This design comes from an exercise in tuning for small area and a short achievable clock period on the open sky130 flow, not from production work.
The RTL was checked by simulation tests, not by an equivalence proof against the original design.
Power and IR drop assume default switching activity.

==> flow/design.v (excerpt) <==
module position_ledger #(
    parameter int SYMBOL_WIDTH = 32,
    parameter int VOLUME_WIDTH = 32,
    parameter int POS_WIDTH    = 48,
    parameter int NUM_SLOTS    = 16,
    parameter int SLOT_W       = $clog2(NUM_SLOTS)
) (
    input  wire logic                    clk,
    input  wire logic                    rst_n,
    input  wire logic                    upd_valid,
    input  wire logic [SYMBOL_WIDTH-1:0] upd_symbol,
    input  wire logic [VOLUME_WIDTH-1:0] upd_quantity,
    input  wire logic                    upd_side,
    input  wire logic [POS_WIDTH-2:0]    pos_limit,
    input  wire logic                    clear,
    input  wire logic                    qry_valid,
    input  wire logic [SYMBOL_WIDTH-1:0] qry_symbol,
    output logic                         qry_resp_valid,
    output logic                         qry_found,
    output logic [POS_WIDTH-1:0]         qry_position,
    output logic                         rpt_valid,
    output logic [SYMBOL_WIDTH-1:0]      rpt_symbol,
    output logic [POS_WIDTH-1:0]         rpt_position,
    output logic [SLOT_W-1:0]            rpt_slot,
    output logic                         rpt_breach,
    output logic                         table_full,
    output logic [SLOT_W:0]              used_slots,
    output logic [31:0]                  drop_count,
    output logic [31:0]                  breach_count
);
==> flow/config.mk <==
export PLATFORM = sky130hd
export DESIGN_NAME = position_ledger
export DESIGN_NICKNAME = position_ledger
export VERILOG_FILES = /design/flow/design.v
export SDC_FILE = /design/flow/constraint.sdc
export NUM_CORES = 4
export LEC_CHECK = 0
export CAP_MARGIN = 20
export CORE_MARGIN = 2
export CORE_UTILIZATION = 50
export SETUP_SLACK_MARGIN = 5
export SLEW_MARGIN = 20
==> flow/constraint.sdc <==
create_clock -name core_clock -period 13.0 [get_ports {clk}]
set_input_delay 2.6000 -clock core_clock [delete_from_list [all_inputs] [get_ports {clk}]]
set_output_delay 2.6000 -clock core_clock [all_outputs]
set_load 0.01 [all_outputs]
standard.sh (not shown) runs the stock make flow with config.mk's settings and CLKGATE_MAP_FILE= SYNTH_SCRIPT=/design/flow/synth_recipe.tcl, a recipe that flattens the netlist after the stock synthesis.
==> flow/flow/run.sh <==
#!/bin/bash
set -euo pipefail
MARGIN=8.3
EXTRA="MATCH_CELL_FOOTPRINT=0 'BUFFER_PORTS_ARGS=-buffer_cell sky130_fd_sc_hd__buf_2' 'CTS_ARGS=-sink_clustering_enable -repair_clock_nets -dont_use_dummy_load -buf_list sky130_fd_sc_hd__clkbuf_8 -sink_clustering_size 16 -sink_clustering_max_diameter 80'"
sed -E \
  -e "s/SETUP_SLACK_MARGIN=[^ ']+/SETUP_SLACK_MARGIN=${MARGIN}/" \
  -e "s/\"\\$\\{@:-finish\\}\"/${EXTRA} \"\${@:-finish}\"/" \
  standard.sh > standard_tight.sh
grep -q "SETUP_SLACK_MARGIN=${MARGIN}" standard_tight.sh
grep -q "dont_use_dummy_load" standard_tight.sh
bash standard_tight.sh > make_finish.log 2>&1
Edit:
==> flow/flow/run.sh (replaced) <==
#!/bin/bash
set -euo pipefail
MARGIN=8.3
sed -E \
  -e "s/SETUP_SLACK_MARGIN=[^ ']+/SETUP_SLACK_MARGIN=${MARGIN}/" \
  -e "s/\"\\$\\{@:-finish\\}\"/MATCH_CELL_FOOTPRINT=0 'BUFFER_PORTS_ARGS=-buffer_cell sky130_fd_sc_hd__buf_4' \"\${@:-finish}\"/" \
  standard.sh > standard_tight.sh
grep -q "SETUP_SLACK_MARGIN=${MARGIN}" standard_tight.sh
grep -q "MATCH_CELL_FOOTPRINT=0" standard_tight.sh
bash standard_tight.sh > make_finish.log 2>&1
CORE_UTILIZATION = 40   (was 50)
The changed run ran to the end with no violations.
Design area rises by a few percent.
Via count went up slightly.
Area after synthesis is unchanged.
Core utilization is lower by 8.7 points.
Power rose by a quarter to a third.
Global-route usage went down by 7.1 points.
Die area rose by a quarter to a third.
Maximum frequency increases by a few percent.
Edit:
==> flow/flow/run.sh (replaced) <==
#!/bin/bash
set -euo pipefail
MARGIN=8.0
EXTRA="MATCH_CELL_FOOTPRINT=0 'BUFFER_PORTS_ARGS=-buffer_cell sky130_fd_sc_hd__buf_2' 'CTS_ARGS=-sink_clustering_enable -repair_clock_nets -dont_use_dummy_load -buf_list sky130_fd_sc_hd__clkbuf_8'"
sed -E \
  -e "s/SETUP_SLACK_MARGIN=[^ ']+/SETUP_SLACK_MARGIN=${MARGIN}/" \
  -e "s/\"\\$\\{@:-finish\\}\"/${EXTRA} \"\${@:-finish}\"/" \
  standard.sh > standard_tight.sh
grep -q "SETUP_SLACK_MARGIN=${MARGIN}" standard_tight.sh
grep -q "dont_use_dummy_load" standard_tight.sh
bash standard_tight.sh > make_finish.log 2>&1
CAP_MARGIN = 15   (was 20)
CORE_UTILIZATION = 50   (was 40)
SLEW_MARGIN = 15   (was 20)
After rerunning: Hold slack got worse by 0.0072 ns; setup slack got worse by 0.10 ns; sequential share of layout area went up by 2.5 points; cell area is lower by 4.8%.
Edit:
==> flow/flow/run.sh (replaced) <==
#!/bin/bash
set -euo pipefail
sed -E 's/SETUP_SLACK_MARGIN=[^ ]+/SETUP_SLACK_MARGIN=8.3/' standard.sh > standard_tight.sh
grep -q 'SETUP_SLACK_MARGIN=8.3' standard_tight.sh
bash standard_tight.sh > make_finish.log 2>&1
CAP_MARGIN = 20   (was 15)
CORE_UTILIZATION = 65   (was 50)
PLACE_DENSITY = 0.75   (was not set)
SLEW_MARGIN = 20   (was 15)
With this change the flow failed in global routing.
Area after synthesis is unchanged.
Synthesized cell count does not change.
Edit:
==> flow/flow/run.sh (replaced) <==
#!/bin/bash
set -euo pipefail
MARGIN=8.3
EXTRA="MATCH_CELL_FOOTPRINT=0 'BUFFER_PORTS_ARGS=-buffer_cell sky130_fd_sc_hd__buf_2' 'CTS_ARGS=-sink_clustering_enable -repair_clock_nets -dont_use_dummy_load -buf_list sky130_fd_sc_hd__clkbuf_8'"
sed -E \
  -e "s/SETUP_SLACK_MARGIN=[^ ']+/SETUP_SLACK_MARGIN=${MARGIN}/" \
  -e "s/\"\\$\\{@:-finish\\}\"/${EXTRA} \"\${@:-finish}\"/" \
  standard.sh > standard_tight.sh
grep -q "SETUP_SLACK_MARGIN=${MARGIN}" standard_tight.sh
grep -q "dont_use_dummy_load" standard_tight.sh
bash standard_tight.sh > make_finish.log 2>&1
CORE_UTILIZATION = 50   (was 65)
PLACE_DENSITY = not set   (was 0.75)
With this change the flow passed the timing, DRC and antenna checks.
Area after synthesis does not change.
Synthesized cell count stays the same.

separate check: timing with driven ports:
The flow's constraints put no driver on any port. The routed layouts listed below were extracted and timed again, unchanged, in two steps.
Step 1: set_driving_cell puts a clkbuf_16 on clk and a buf_2 on each other input, an assumption about the parent block.
Step 2 also shifts input and output timing later by t, the mid clock arrival at the registers, as if the neighbouring blocks saw the same clock.
Three values: no drivers, after step 1, after step 2; two values: the first two.
run | t, ns | slack for setup (ns) | worst setup path at the end | pins driven straight from the clock port
the first run | 0.972 | 7.732 / 7.766 / 6.794 | input to register | 1
the second run | 0.930 | 7.969 / 7.947 / 7.016 | input to register | 1
the third run | 1.067 | 7.865 / 7.911 / 6.844 | input to register | 1
the fifth run | 1.074 | 7.941 / 7.971 / 6.898 | input to register | 1
After both steps setup and hold are still met in every run listed. The setup slack of the fifth run, which loses most, moves by +0.030 ns with the drivers and by -1.043 ns with both steps.
